Source: an optimization exercise on an open RTL-to-GDS flow (aim: a short achievable clock period and few clock cycles per item). Production flows keep margins and buffers that such runs may drop.
Function was not checked in any run shown here: the RTL went through the layout flow alone.
Power figures rest on the tool's default switching activity, not on a simulated workload.

==> flow/config.mk <==
export PLATFORM = sky130hd
export DESIGN_NAME = ppm_frame_decoder_calibrated
export DESIGN_NICKNAME = ppm_frame_decoder_calibrated
export VERILOG_FILES = /design/flow/design.v
export SDC_FILE = /design/flow/constraint.sdc
export NUM_CORES = 4
export LEC_CHECK = 0
export ABC_CLOCK_PERIOD_IN_PS = 2500
export CAP_MARGIN = 20
export CORE_MARGIN = 2
export CORE_UTILIZATION = 40
export PLACE_DENSITY = 0.6
export SETUP_SLACK_MARGIN = 5
export SLEW_MARGIN = 20
==> flow/constraint.sdc <==
create_clock -name core_clock -period 10.0 [get_ports {i_clk}]
set_input_delay 2.0000 -clock core_clock [delete_from_list [all_inputs] [get_ports {i_clk}]]
set_output_delay 2.0000 -clock core_clock [all_outputs]
set_load 0.01 [all_outputs]
==> flow/design.v <==
package ppmfd_pkg;
    localparam int AXIS_CHANNELS = 4;
    localparam int CH_W          = 2;
    localparam int US_W          = 16;
    localparam int AXIS_W        = 8;
    localparam int CFG_IDX_W     = 3;
    localparam int DIV_CNT_W     = $clog2(AXIS_W);
    typedef logic [US_W-1:0]      t_us;
    typedef logic [AXIS_W-1:0]    t_axis;
    typedef logic [CFG_IDX_W-1:0] t_cfg_idx;
    typedef logic [CH_W-1:0]      t_ch;
    localparam t_cfg_idx CFG_CALIBRATE  = t_cfg_idx'(0);
    localparam t_cfg_idx CFG_BUTTON_THR = t_cfg_idx'(1);
    localparam t_cfg_idx CFG_SYNC_MIN   = t_cfg_idx'(2);
    localparam t_cfg_idx CFG_SYNC_MAX   = t_cfg_idx'(3);
    localparam t_cfg_idx CFG_CAL_STEP   = t_cfg_idx'(4);
    localparam t_cfg_idx CFG_JITTER     = t_cfg_idx'(5);
    localparam logic RST_CALIBRATE  = 1'b1;
    localparam t_us  RST_BUTTON_THR = t_us'(1500);
    localparam t_us  RST_SYNC_MIN   = t_us'(5000);
    localparam t_us  RST_SYNC_MAX   = t_us'(20000);
    localparam t_us  RST_CAL_STEP   = t_us'(200);
    localparam t_us  RST_JITTER     = t_us'(20);
    localparam t_us  RST_BOUND      = t_us'(1500);
    localparam t_axis AXIS_FULL = t_axis'(255);
endpackage
module ppm_frame_decoder_calibrated #(
    parameter int FRAME_SLOTS = 7
) (
    input  logic         i_clk,
    input  logic         i_rst_n,
    input  logic         i_in_valid,
    output logic         o_in_ready,
    input  ppmfd_pkg::t_us i_in_interval_us,
    output logic         o_out_valid,
    input  logic         i_out_ready,
    output ppmfd_pkg::t_axis o_out_axis_x,
    output ppmfd_pkg::t_axis o_out_axis_y,
    output ppmfd_pkg::t_axis o_out_axis_rx,
    output ppmfd_pkg::t_axis o_out_axis_ry,
    output logic         o_out_button_a,
    output logic         o_out_button_b,
    input  logic         i_cfg_valid,
    output logic         o_cfg_ready,
    input  ppmfd_pkg::t_cfg_idx i_cfg_idx,
    input  ppmfd_pkg::t_us i_cfg_data
);
    localparam int NCH    = ppmfd_pkg::AXIS_CHANNELS;
    localparam int W      = ppmfd_pkg::US_W;
    localparam int AW     = ppmfd_pkg::AXIS_W;
    localparam int SLOT_W = $clog2(FRAME_SLOTS);
    localparam logic [SLOT_W-1:0] LAST_SLOT  = SLOT_W'(FRAME_SLOTS - 1);
    localparam int BTN_A_SLOT = NCH + 1;
    localparam int BTN_B_SLOT = NCH + 2;
    localparam int CH_Y  = 0;
    localparam int CH_RY = 1;
    localparam int CH_RX = 2;
    localparam int CH_X  = 3;
    localparam int FIFO_D  = 4;
    localparam int FIFO_AW = 2;
    localparam int RES_W   = 4 * AW + 2;
    localparam int OWED_OPEN = 3;
    localparam int OWED_W    = 4;
    localparam int DIV_STEPS = AW;
    logic                 r_rst;
    logic                 r_iv;
    ppmfd_pkg::t_us       r_iv_data;
    logic                 r_cv;
    ppmfd_pkg::t_cfg_idx  r_cv_idx;
    ppmfd_pkg::t_us       r_cv_data;
    logic                 r_ready;
    always_ff @(posedge i_clk) begin
        r_rst     <= !i_rst_n;
        r_iv      <= i_in_valid && r_ready && i_rst_n;
        r_cv      <= i_cfg_valid && r_ready && i_rst_n;
        r_iv_data <= i_in_interval_us;
        r_cv_idx  <= i_cfg_idx;
        r_cv_data <= i_cfg_data;
    end
    assign o_in_ready  = r_ready;
    assign o_cfg_ready = r_ready;
    logic           r_calibrate;
    ppmfd_pkg::t_us r_button_thr;
    ppmfd_pkg::t_us r_sync_min;
    ppmfd_pkg::t_us r_sync_max;
    ppmfd_pkg::t_us r_cal_step;
    ppmfd_pkg::t_us r_jitter;
    logic [SLOT_W-1:0] r_slot;
    ppmfd_pkg::t_us    r_store [FRAME_SLOTS];
    logic              r_resync;
    ppmfd_pkg::t_us    r_min   [NCH];
    ppmfd_pkg::t_us    r_max   [NCH];
    ppmfd_pkg::t_us    r_prev  [NCH];
    ppmfd_pkg::t_axis  r_axis  [NCH];
    logic r_a1_v, r_a2_v, r_b_v, r_c_v;
    ppmfd_pkg::t_us r_a_p   [NCH];
    logic           r_a_lt  [NCH];
    logic           r_a_gt  [NCH];
    ppmfd_pkg::t_us r_a_dlo [NCH];
    ppmfd_pkg::t_us r_a_dhi [NCH];
    ppmfd_pkg::t_us r_a_gap [NCH];
    logic           r_a_cal;
    ppmfd_pkg::t_us r_a_step;
    ppmfd_pkg::t_us r_a_jit;
    logic           r_a_btn_a, r_a_btn_b;
    logic           r_b_j   [NCH];
    ppmfd_pkg::t_us r_c_diff [NCH];
    ppmfd_pkg::t_us r_c_span [NCH];
    logic           r_c_in   [NCH];
    logic           r_c_full [NCH];
    ppmfd_pkg::t_us   r_d_rem  [2][NCH];
    ppmfd_pkg::t_axis r_d_sh   [2][NCH];
    ppmfd_pkg::t_us   r_d_span [2][NCH];
    logic             r_d_j    [2][NCH];
    logic             r_d_in   [2][NCH];
    logic             r_d_full [2][NCH];
    logic             r_d_btn_a [2];
    logic             r_d_btn_b [2];
    logic             r_d_side;
    logic [DIV_STEPS:0] r_dl_v;
    logic [DIV_STEPS:0] r_dl_s;
    logic [OWED_W-1:0]  r_owed;
    logic               r_out_valid;
    logic [RES_W-1:0]   r_out;
    logic [RES_W-1:0]   r_fifo [FIFO_D];
    logic [FIFO_AW-1:0] r_rd, r_wr;
    logic [FIFO_AW:0]   r_cnt;
    logic [SLOT_W-1:0] n_slot;
    logic              w_sync_hit;
    logic              w_close;
    logic              w_drop;
    logic              w_good;
    always_comb begin
        n_slot     = (r_slot == LAST_SLOT) ? '0 : r_slot + SLOT_W'(1);
        w_sync_hit = r_resync && (r_iv_data > r_sync_min) && (r_iv_data < r_sync_max);
        w_close    = r_iv && (n_slot == LAST_SLOT);
        w_drop     = !w_sync_hit && (r_store[0] < r_sync_min);
        w_good     = w_close && !w_drop;
    end
    ppmfd_pkg::t_us w_lo_new [NCH];
    ppmfd_pkg::t_us w_hi_new [NCH];
    logic [W+AW-1:0] w_num   [NCH];
    logic [W:0]      w_trial [2][NCH];
    logic            w_fit   [2][NCH];
    ppmfd_pkg::t_us  w_rem_next [2][NCH];
    ppmfd_pkg::t_axis w_axis_new [NCH];
    logic             w_f_v;
    logic             w_f_s;
    logic [RES_W-1:0] w_res;
    always_comb begin
        for (int c = 0; c < NCH; c++) begin
            w_lo_new[c] = (r_a_cal && r_a_lt[c] && (r_a_dlo[c] < r_a_step)) ? r_a_p[c] : r_min[c];
            w_hi_new[c] = (r_a_cal && r_a_gt[c] && (r_a_dhi[c] < r_a_step)) ? r_a_p[c] : r_max[c];
            w_num[c] = {r_c_diff[c], {AW{1'b0}}} - {{AW{1'b0}}, r_c_diff[c]};
            for (int s = 0; s < 2; s++) begin
                w_trial[s][c]    = {r_d_rem[s][c], r_d_sh[s][c][AW-1]};
                w_fit[s][c]      = (w_trial[s][c] >= {1'b0, r_d_span[s][c]});
                w_rem_next[s][c] = w_fit[s][c] ? W'(w_trial[s][c] - {1'b0, r_d_span[s][c]})
                                               : w_trial[s][c][W-1:0];
            end
        end
        w_f_v = r_dl_v[DIV_STEPS];
        w_f_s = r_dl_s[DIV_STEPS];
        for (int c = 0; c < NCH; c++) begin
            if (r_d_j[w_f_s][c]) begin
                if (r_d_in[w_f_s][c])        w_axis_new[c] = r_d_sh[w_f_s][c];
                else if (r_d_full[w_f_s][c]) w_axis_new[c] = ppmfd_pkg::AXIS_FULL;
                else                         w_axis_new[c] = '0;
            end else begin
                w_axis_new[c] = r_axis[c];
            end
        end
        w_res = {w_axis_new[CH_X], w_axis_new[CH_Y], w_axis_new[CH_RX], w_axis_new[CH_RY],
                 r_d_btn_a[w_f_s], r_d_btn_b[w_f_s]};
    end
    logic w_take;
    logic w_free;
    logic w_push_fifo;
    logic w_pop_fifo;
    logic [OWED_W-1:0] w_owed_up;
    always_comb begin
        w_take      = r_out_valid && i_out_ready;
        w_free      = !r_out_valid || i_out_ready;
        w_pop_fifo  = w_free && (r_cnt != '0);
        w_push_fifo = w_f_v && !(w_free && (r_cnt == '0));
        w_owed_up   = r_owed + OWED_W'(w_good);
    end
    always_ff @(posedge i_clk) begin
        if (w_free) begin
            if (r_cnt != '0) r_out <= r_fifo[r_rd];
            else             r_out <= w_res;
        end
        r_out_valid <= i_rst_n && !r_rst && (r_out_valid && !i_out_ready
                                              || r_cnt != '0 || w_f_v);
        if (w_push_fifo) r_fifo[r_wr] <= w_res;
        if (r_rst) begin
            r_rd    <= '0;
            r_wr    <= '0;
            r_cnt   <= '0;
            r_owed  <= '0;
            r_ready <= 1'b1;
        end else begin
            if (w_pop_fifo)  r_rd <= r_rd + FIFO_AW'(1);
            if (w_push_fifo) r_wr <= r_wr + FIFO_AW'(1);
            r_cnt   <= r_cnt + (FIFO_AW+1)'(w_push_fifo) - (FIFO_AW+1)'(w_pop_fifo);
            r_owed  <= w_owed_up - OWED_W'(w_take);
            r_ready <= (w_owed_up <= OWED_W'(OWED_OPEN));
        end
    end
    always_ff @(posedge i_clk) begin
        if (r_rst) begin
            r_calibrate  <= ppmfd_pkg::RST_CALIBRATE;
            r_button_thr <= ppmfd_pkg::RST_BUTTON_THR;
            r_sync_min   <= ppmfd_pkg::RST_SYNC_MIN;
            r_sync_max   <= ppmfd_pkg::RST_SYNC_MAX;
            r_cal_step   <= ppmfd_pkg::RST_CAL_STEP;
            r_jitter     <= ppmfd_pkg::RST_JITTER;
            r_slot       <= '0;
            r_resync     <= 1'b0;
            r_a1_v       <= 1'b0;
            r_a2_v       <= 1'b0;
            r_b_v        <= 1'b0;
            r_c_v        <= 1'b0;
            r_d_side     <= 1'b0;
            r_dl_v       <= '0;
            for (int k = 0; k < FRAME_SLOTS; k++) begin
                r_store[k] <= '0;
            end
            for (int k = 0; k < NCH; k++) begin
                r_min[k]  <= ppmfd_pkg::RST_BOUND;
                r_max[k]  <= ppmfd_pkg::RST_BOUND;
                r_prev[k] <= '0;
                r_axis[k] <= '0;
            end
        end else begin
            if (r_cv) begin
                case (r_cv_idx)
                    ppmfd_pkg::CFG_CALIBRATE:  r_calibrate  <= r_cv_data[0];
                    ppmfd_pkg::CFG_BUTTON_THR: r_button_thr <= r_cv_data;
                    ppmfd_pkg::CFG_SYNC_MIN:   r_sync_min   <= r_cv_data;
                    ppmfd_pkg::CFG_SYNC_MAX:   r_sync_max   <= r_cv_data;
                    ppmfd_pkg::CFG_CAL_STEP:   r_cal_step   <= r_cv_data;
                    ppmfd_pkg::CFG_JITTER:     r_jitter     <= r_cv_data;
                    default: ;
                endcase
            end
            if (r_iv) begin
                r_store[n_slot] <= r_iv_data;
                if (w_sync_hit) begin
                    r_store[0] <= r_iv_data;
                    r_slot     <= '0;
                    r_resync   <= 1'b0;
                end else begin
                    r_slot <= n_slot;
                end
                if (w_close && w_drop) begin
                    r_resync <= 1'b1;
                end
            end
            r_a1_v <= w_good;
            r_a2_v <= r_a1_v;
            r_b_v  <= r_a2_v;
            r_c_v  <= r_b_v;
            if (r_a2_v) begin
                for (int c = 0; c < NCH; c++) begin
                    r_min[c]  <= w_lo_new[c];
                    r_max[c]  <= w_hi_new[c];
                    r_prev[c] <= r_a_p[c];
                end
            end
            r_dl_v <= {r_dl_v[DIV_STEPS-1:0], r_c_v};
            r_dl_s <= {r_dl_s[DIV_STEPS-1:0], r_d_side};
            if (r_c_v) r_d_side <= !r_d_side;
            if (w_f_v) begin
                for (int c = 0; c < NCH; c++) begin
                    r_axis[c] <= w_axis_new[c];
                end
            end
        end
    end
    always_ff @(posedge i_clk) begin
        if (r_a1_v) begin
            for (int c = 0; c < NCH; c++) begin
                r_a_p[c]   <= r_store[c + 1];
                r_a_lt[c]  <= r_store[c + 1] < r_min[c];
                r_a_gt[c]  <= r_store[c + 1] > r_max[c];
                r_a_dlo[c] <= r_min[c] - r_store[c + 1];
                r_a_dhi[c] <= r_store[c + 1] - r_max[c];
                r_a_gap[c] <= (r_prev[c] > r_store[c + 1]) ? r_prev[c] - r_store[c + 1]
                                                           : r_store[c + 1] - r_prev[c];
            end
            r_a_cal   <= r_calibrate;
            r_a_step  <= r_cal_step;
            r_a_jit   <= r_jitter;
            r_a_btn_a <= !(r_store[BTN_A_SLOT] > r_button_thr);
            r_a_btn_b <= !(r_store[BTN_B_SLOT] > r_button_thr);
        end
        if (r_a2_v) begin
            for (int c = 0; c < NCH; c++) begin
                r_b_j[c] <= r_a_gap[c] < r_a_jit;
            end
        end
        if (r_b_v) begin
            for (int c = 0; c < NCH; c++) begin
                r_c_diff[c] <= r_a_p[c] - r_min[c];
                r_c_span[c] <= r_max[c] - r_min[c];
                r_c_in[c]   <= (r_max[c] > r_min[c]) && (r_a_p[c] > r_min[c])
                               && (r_a_p[c] < r_max[c]);
                r_c_full[c] <= (r_max[c] > r_min[c]) && (r_a_p[c] >= r_max[c]);
            end
        end
        for (int s = 0; s < 2; s++) begin
            if (r_c_v && r_d_side == 1'(s)) begin
                for (int c = 0; c < NCH; c++) begin
                    r_d_rem[s][c]  <= w_num[c][W+AW-1:AW];
                    r_d_sh[s][c]   <= w_num[c][AW-1:0];
                    r_d_span[s][c] <= r_c_span[c];
                    r_d_j[s][c]    <= r_b_j[c];
                    r_d_in[s][c]   <= r_c_in[c];
                    r_d_full[s][c] <= r_c_full[c];
                end
                r_d_btn_a[s] <= r_a_btn_a;
                r_d_btn_b[s] <= r_a_btn_b;
            end else begin
                for (int c = 0; c < NCH; c++) begin
                    r_d_rem[s][c] <= w_rem_next[s][c];
                    r_d_sh[s][c]  <= {r_d_sh[s][c][AW-2:0], w_fit[s][c]};
                end
            end
        end
    end
    assign o_out_valid = r_out_valid;
    assign {o_out_axis_x, o_out_axis_y, o_out_axis_rx, o_out_axis_ry,
            o_out_button_a, o_out_button_b} = r_out;
endmodule
==> flow/run.sh <==
#!/bin/bash
# synth_recipe.tcl (not shown) runs the flow's synth.tcl, then flattens the netlist and writes it again
# the make line also repeats each setting of config.mk as NAME=value (left out here)
make -C /OpenROAD-flow-scripts/flow DESIGN_CONFIG=/design/flow/config.mk WORK_HOME=/design/flow/orfs CLKGATE_MAP_FILE= SYNTH_SCRIPT=/design/flow/synth_recipe.tcl finish
==> flow_summary.yaml, run 1 <==
clock_tree:
  insertion_delay_ns: 0.85
  cts_tree: "yes"
  post_cts_buffers: 0
  clock_sinks: 1454
  hold_buffers: 0
  clockBufferDepth: 3
  cts_htree_levels: 4
  root_buffer: "clkbuf_16"
  cts_resized: 0
  tritoncts.num_buffers: 165
  path_clk_slew_ns: 0.06
final_layout:
  syn2layout_area_growth_pct: 11.8
  drive_above_1_share: 0.0602
  nets: 9006
  fill_cells: 19000
  postLayoutCellArea_sq_um: 92100
  final_cells: 10900
floorplanning:
  rows: 166
  die_y_um: 458
  die_area_sq_um: 210000
  coreArea_sq_um: 205000
  ioPinCount: 77
  die_w_um: 458
  start_util: 0.403
drt:
  firstDrtPassIters: 6
  drtAntennaViolNets: 0
  drc_errors: 0
  dr_total_vias: 59500
  avgRoutedWirePerCell_um: 20.2
  wirelength_um: 220000
  via_per_inst: 5.47
  drt_iter0_markers: 5016
global_routing:
  antenna_found_initial: 9
  grt.overflow.total: 0
  grt_usage: 0.206
  grt_max_degree: 140
  grt_pass1_wl_um: 339000
  grt_pass1_vias: 57800
place:
  dpl-instance-area_sq_um: 86200
  portBuffers: 76
  hpwl_um: 163000
  gp_congestion: 0.900
  dp_cells: 10600
job:
  max_cap_viol_count: 0
synth:
  yosysSeqAreaShare: 0.461
  yosys.area.top_type: "edfxtp_1"
  synthesis.area_sq_um: 82400
  syn_inst: 7976
  synth_area_leaders: "edfxtp_1 (32%), dfxtp_1 (14%), ha_1 (13%), mux2i_1 (3.4%), a21oi_1 (3.3%)"
  synthFlopType: "edfxtp_1"
  synth.top_cell.area_share: 0.323
  ys_seq_elements: 1454
  ys_types: 95
  synth-edff-count: 886
  yosys_warnings: 31
  synth_fp_nets: 8925
  syn_area_per_cell_sq_um: 10.3
  synthArstFlopShare: 0
sta:
  setup_tns_ns: 0
  fmax_mhz: 211
  drv_slew: 0
  finalCritPeriodShare: 0.473
  rsz0062_at_grt: "no"
  setup-violations-final: 0
  tightest_slew_ns: 1.18
  period_needed_ns: 4.73
  fin_skew_ns: 0.0648
  slew_headroom: 0.213
  finalHoldViolCount: 0
worst_hold_path:
  hp-class: "reg2reg"
power_and_ir_drop:
  p_per_area_nw_per_um2: 190
  leakagePower_nw: 38.4
  finalPower_w: 0.0175
  max-vdd-ir-drop_mv: 0.173
setup_path:
  crit_arrival_ns: 5.41
  cp_slowest_cell: "nand2b_2"
  slowest_delay_ns: 0.80
  cpMostUsedCell: "inv_1"
  cp-end-kind: "flop"
  critical_path_required_ns: 10.68
  ff2ff_setup_slack_ns: 6.19
  critPathLaunchType: "primary input"
  crit_fanout: 36
  cp_cell_sequence: "clkdlybuf4s50_1, nand2b_2, nand2b_1, and2_1, inv_1, ha_1, inv_1, ha_1, inv_1, fa_1, xor2_1, xnor2_1, nor2_1"
  crit_type: "in2reg"
run_status:
  status: "complete, no violations"
final timing paths:
kind                                  start                         to  cells past startpoint
setup / recovery                i_out_ready        r_cnt[2]$_SDFF_PP0_                     13
hold / removal    r_c_span[3][10]$_DFFE_PP_  r_d_span[7][10]$_DFFE_PP_                      0
setup reg to reg       r_iv_data[1]$_DFF_P_       r_owed[3]$_SDFF_PP0_                     16
hold reg to reg   r_c_span[3][10]$_DFFE_PP_  r_d_span[7][10]$_DFFE_PP_                      0
worst max-delay path, delay by kind of cell:
family                     cells  cell delay (ns)
and+or+nand+nor                4             1.41
buffers and inverters          4             0.95
adders and majority gates      3             0.73
xor gates and xnor gates       2             0.31
synth_stat cells, drive strengths merged, types with 22 or more instances:
cell type and n:
o21a 80, nand2 566, nand3 132, nor4 34, a31oi 72, nor2 637
o21ai 382, xor2 146, or2 28, o22a 34, xnor2 276, o21bai 38
a211oi 61, or3 40, ha 876, dfxtp 568, mux2i 278, nor2b 150
fa 33, inv 695, a21o 206, and2 59, clkbuf 168, and3 42
edfxtp 886, o31ai 35, nand4 124, a21boi 40, nand2b 102, buf 46
mux4 34, a21oi 540, nor3 164, o41ai 22, o211ai 60, mux2 62
cell families (layout without fill, tap and decap cells):
group | count (synthesis) | after routing | synth area share
AO/OA/AOI/OAI | 1765 | 1765 | 0.136
XOR/XNOR | 422 | 422 | 0.0449
adder cells (fa/ha/maj) | 909 | 909 | 0.141
buffers and inverters | 910 | 1135 | 0.0418
flip-flops | 1454 | 1454 | 0.461
multiplexers | 374 | 374 | 0.0516
other | 0 | 2 | 0
AND/OR/NAND/NOR | 2142 | 2142 | 0.123
through the flow:
stage               hold slack (ns)  worst slack [ns]  utilization
global route                  0.405              5.04        0.450
global placement              0.405              4.41        0.421
detailed placement            0.406              4.41        0.421
floorplan                     0.400              5.29            -
finish                        0.407              5.27        0.450
CTS                           0.402              5.29        0.450
cells in the final DEF, fill, tap and decap left out, types with 51 or more instances in the layout:
cell type	Yosys	final
nand3_1	132	132
xnor2_1	276	276
nor2b_1	150	150
a21oi_1	540	537
nand2_1	566	565
nand2b_1	102	100
clkbuf_16	0	170
nor2_1	637	636
o211ai_1	60	60
a21o_1	206	206
o21ai_0	368	365
mux2i_1	278	278
xor2_1	146	146
mux2_2	62	62
ha_1	876	876
and2_1	59	59
nor3_1	164	164
inv_1	694	693
a31oi_1	71	70
nand4_1	124	124
a211oi_1	61	61
clkdlybuf4s50_1	0	76
dfxtp_1	568	562
o21a_1	79	79
buf_4	1	51
edfxtp_1	886	886
power breakdown:
part,internal (W),switching [W]
logic,0.00171,0.00218
registers,0.00684,0.000292
clock network,0.00382,0.00266
total,0.0124,0.00512
area by class of cell:
class / instances / area, sq um / area share
Antenna cell: 2 / 5.00 / 0.0000543
Clock buffer: 232 / 4690 / 0.0509
Clock inverter: 79 / 1210 / 0.0131
Inverter: 696 / 2630 / 0.0285
Multi-Input combinational cell: 5612 / 41100 / 0.446
Sequential cell: 1454 / 38000 / 0.412
Tap cell: 2688 / 3360 / 0.0365
Timing Repair Buffer: 128 / 1160 / 0.0126
flip-flops by register name, indices dropped and copies added (netlist names), 32 cells and up, named ones only:
signal    cells
r_d_span    128
r_a_gap      64
r_c_span     64
r_max        64
r_fifo      136
r_out        34
r_d_rem     128
r_min        64
r_prev       64
r_c_diff     64
r_a_dhi      64
r_a_dlo      64
r_d_sh       64
r_a_p        64
r_store     112
r_axis       32
layer usage:
metal / wire length [um] / GRT usage
met1: 104000 / 0.293
met2: 98100 / 0.325
met3: 11900 / 0.0291
met4: 6210 / 0.0618
met5: 0 / 0
==> inputs of run 2 (changes only) <==
--- a/flow/config.mk
+++ b/flow/config.mk
@@ -6,9 +6,7 @@
 export NUM_CORES = 4
 export LEC_CHECK = 0
-export ABC_CLOCK_PERIOD_IN_PS = 2500
 export CAP_MARGIN = 20
 export CORE_MARGIN = 2
 export CORE_UTILIZATION = 40
 export PLACE_DENSITY = 0.6
-export SETUP_SLACK_MARGIN = 5
 export SLEW_MARGIN = 20
==> run 2 against run 1 <==
Compared with the run above: critical endpoint unchanged; maximum frequency up 0.16%; worst hold slack better by 0.0088 ns; still clean on timing, DRC and antenna; synthesized cell count unchanged; non-clock buffer count decreased by 1; setup slack improved by 0.0077 ns; critical path depth unchanged; combinational power about the same; sequential share of layout area grew 0.11 points; sequential cell count is the same; first-iteration DRC count shrank 6.2%; critical path type unchanged.
==> flow_summary.yaml, run 2 <==
drt:
  drc_errors: 0
  drtAntennaViolNets: 0
  via_per_inst: 5.43
  wirelength_um: 221000
  firstDrtPassIters: 7
  avgRoutedWirePerCell_um: 20.3
  dr_total_vias: 59200
  drt_iter0_markers: 4706
sta:
  period_needed_ns: 4.72
  drv_slew: 0
  tightest_slew_ns: 1.14
  fmax_mhz: 212
  setup_tns_ns: 0
  rsz0062_at_grt: "no"
  worst_slack_ns: 5.28
  finalCritPeriodShare: 0.472
  setup-violations-final: 0
  fin_skew_ns: 0.0750
  slew_headroom: 0.237
  finalHoldViolCount: 0
clock_tree:
  hold_buffers: 0
  cts_htree_levels: 4
  cts_resized: 0
  clock_sinks: 1454
  root_buffer: "clkbuf_16"
  tritoncts.num_buffers: 165
  post_cts_buffers: 0
  clockBufferDepth: 3
  path_clk_slew_ns: 0.06
  insertion_delay_ns: 0.86
  cts_tree: "yes"
setup_path:
  crit_fanout: 36
  crit_type: "in2reg"
  critical_path_required_ns: 10.68
  cp-end-kind: "flop"
  ff2ff_setup_slack_ns: 6.22
  r2r_cells: 16
  crit_arrival_ns: 5.40
  critPathLaunchType: "primary input"
synth:
  synth.top_cell.area_share: 0.323
  ys_types: 95
  synth_fp_nets: 8925
  ys_seq_elements: 1454
  syn_inst: 7976
  yosys.area.top_type: "edfxtp_1"
  synth_area_leaders: "edfxtp_1 (32%), dfxtp_1 (14%), ha_1 (13%), mux2i_1 (3.4%), a21oi_1 (3.3%)"
  synth-edff-count: 886
  yosys_warnings: 31
  synthArstFlopShare: 0
  synth_common_cells: "edfxtp_1 (886), ha_1 (876), inv_1 (694), nor2_1 (637), dfxtp_1 (568)"
  synth.most_common_cell: "edfxtp_1"
  syn_area_per_cell_sq_um: 10.3
  synthesis.area_sq_um: 82400
  yosysSeqAreaShare: 0.461
  synthFlopType: "edfxtp_1"
floorplanning:
  die_area_sq_um: 210000
  die_w_um: 458
  die_y_um: 458
  coreArea_sq_um: 205000
  ioPinCount: 77
  start_util: 0.403
  rows: 166
job:
  max_cap_viol_count: 0
final_layout:
  final_cells: 10900
  fill_cells: 19000
  postLayoutCellArea_sq_um: 91900
  mostFrequentLayoutCells: "edfxtp_1 (886), ha_1 (876), inv_1 (692)"
  layout_commonest_cell: "edfxtp_1"
  regMostFlops: "r_fifo"
  syn2layout_area_growth_pct: 11.5
  drive_above_1_share: 0.0595
  largestRegisters: "r_fifo: 136 flops, r_d_rem: 128 flops, r_d_span: 128 flops"
  nets: 9005
  largest_register_ffs: 136
worst_hold_path:
  min_path_cells: 0
  hp-class: "reg2reg"
global_routing:
  grt_pass1_wl_um: 340000
  grt_pass1_vias: 57800
  grt.overflow.total: 0
  antenna_found_initial: 15
  grt_max_degree: 180
  grt_usage: 0.207
place:
  dp_cells: 10600
  dpl-instance-area_sq_um: 86200
  gp_congestion: 0.904
  pre_cts_ws_ns: 4.38
  portBuffers: 76
  hpwl_um: 165000
power_and_ir_drop:
  max-vdd-ir-drop_mv: 0.165
  leakagePower_nw: 38.3
  p_per_area_nw_per_um2: 188
run_status:
  status: "complete, no violations"
==> run 2: cell counts after synthesis <==
Identical to the previous run, type by type.
==> run 2: cell type report <==
cell class,count,area (sq um),area share
tap,2688,3360,0.0366
clock inverter,75,997,0.0109
sequential,1454,38000,0.414
inverter,696,2630,0.0286
antenna,3,7.51,0.0000817
multi-input combinational,5612,41100,0.447
timing repair buffer,127,1160,0.0126
clock buffer,237,4650,0.0506
==> run 2: layer usage <==
| layer | track usage | vias up | routed length, um |
|---|---|---|---|
| met2 | 0.331 | 1434 | 99500 |
| met3 | 0.0279 | 308 | 11100 |
| li1 | - | 29000 | - |
| met4 | 0.0549 | 2 | 5280 |
| met5 | 0 | - | 13 |
| met1 | 0.294 | 28500 | 105000 |
==> run 2: power breakdown <==
group / total [W] / leakage [nW] / internal [W] / switching (W)
combinational: 0.00388 / 22.6 / 0.00171 / 0.00217
sequential: 0.00713 / 12.9 / 0.00684 / 0.000290
clock: 0.00629 / 2.75 / 0.00367 / 0.00262
==> run 2: critical path, cell delays in order <==
cell and delay, ns:
clkdlybuf4s50_1 0.71, nand2b_2 0.79, nand2b_1 0.27, and2_1 0.27
inv_1 0.09, ha_1 0.24, inv_1 0.07, ha_1 0.16
inv_1 0.06, fa_1 0.37, xor2_1 0.17, xnor2_1 0.14
nor2_1 0.06
==> run 2: cell families (layout without fill, tap and decap cells) <==
| logic type | Yosys count | after routing | synth area share |
|---|---|---|---|
| flip-flops | 1454 | 1454 | 0.461 |
| AO/OA/AOI/OAI | 1765 | 1765 | 0.136 |
| other | 0 | 3 | 0 |
| buffers and inverters | 910 | 1135 | 0.0418 |
| adder cells (fa/ha/maj) | 909 | 909 | 0.141 |
| multiplexers | 374 | 374 | 0.0516 |
| AND/OR/NAND/NOR | 2142 | 2142 | 0.123 |
| XOR/XNOR | 422 | 422 | 0.0449 |
==> run 2: metrics by stage <==
step                      power, W   util  hold slack, ns
after detailed placement    0.0111  0.421           0.407
after floorplan             0.0102      -           0.400
after global routing        0.0182  0.449           0.421
after global placement      0.0110  0.421           0.404
after CTS                   0.0174  0.449           0.418
final                       0.0173  0.449           0.415
==> run 2: final timing paths <==
| kind | startpoint | end |
|---|---|---|
| max reg2reg | r_iv_data[1]$_DFF_P_ | r_owed[3]$_SDFF_PP0_ |
| min reg2reg | r_dl_s[0]$_DFFE_PN_ | r_dl_s[1]$_DFFE_PN_ |
| min | r_dl_s[0]$_DFFE_PN_ | r_dl_s[1]$_DFFE_PN_ |
| max | i_out_ready | r_cnt[2]$_SDFF_PP0_ |

-- what the ideal ports hide --
How much do the figures lean on ideal ports? The routed layouts below were timed once more, with nothing changed but the port constraints. Step 1, drivers: a clkbuf_16 drives i_clk and a buf_2 each remaining input, both assumed. Step 2 moves the port delays by t, midway between the first and last clock arrival at a register: inputs arrive t later, outputs are due t later. That takes back most of the time a late clock gives input paths. Slacks: ideal ports / drivers / drivers and shift; pairs: ideal ports / drivers.
| run | shift t [ns] | slack for setup (ns) | worst slew at a driven data input, ns |
|---|---|---|---|
| run 1 | 0.897 | 5.269 / 5.324 / 4.427 | 0.04 |
| run 2 | 0.900 | 5.277 / 5.333 / 4.433 | 0.06 |
After both steps setup and hold are still met in every run listed. The setup slack of run 2, which loses most, moves by +0.056 ns with the drivers and by -0.844 ns with both steps.
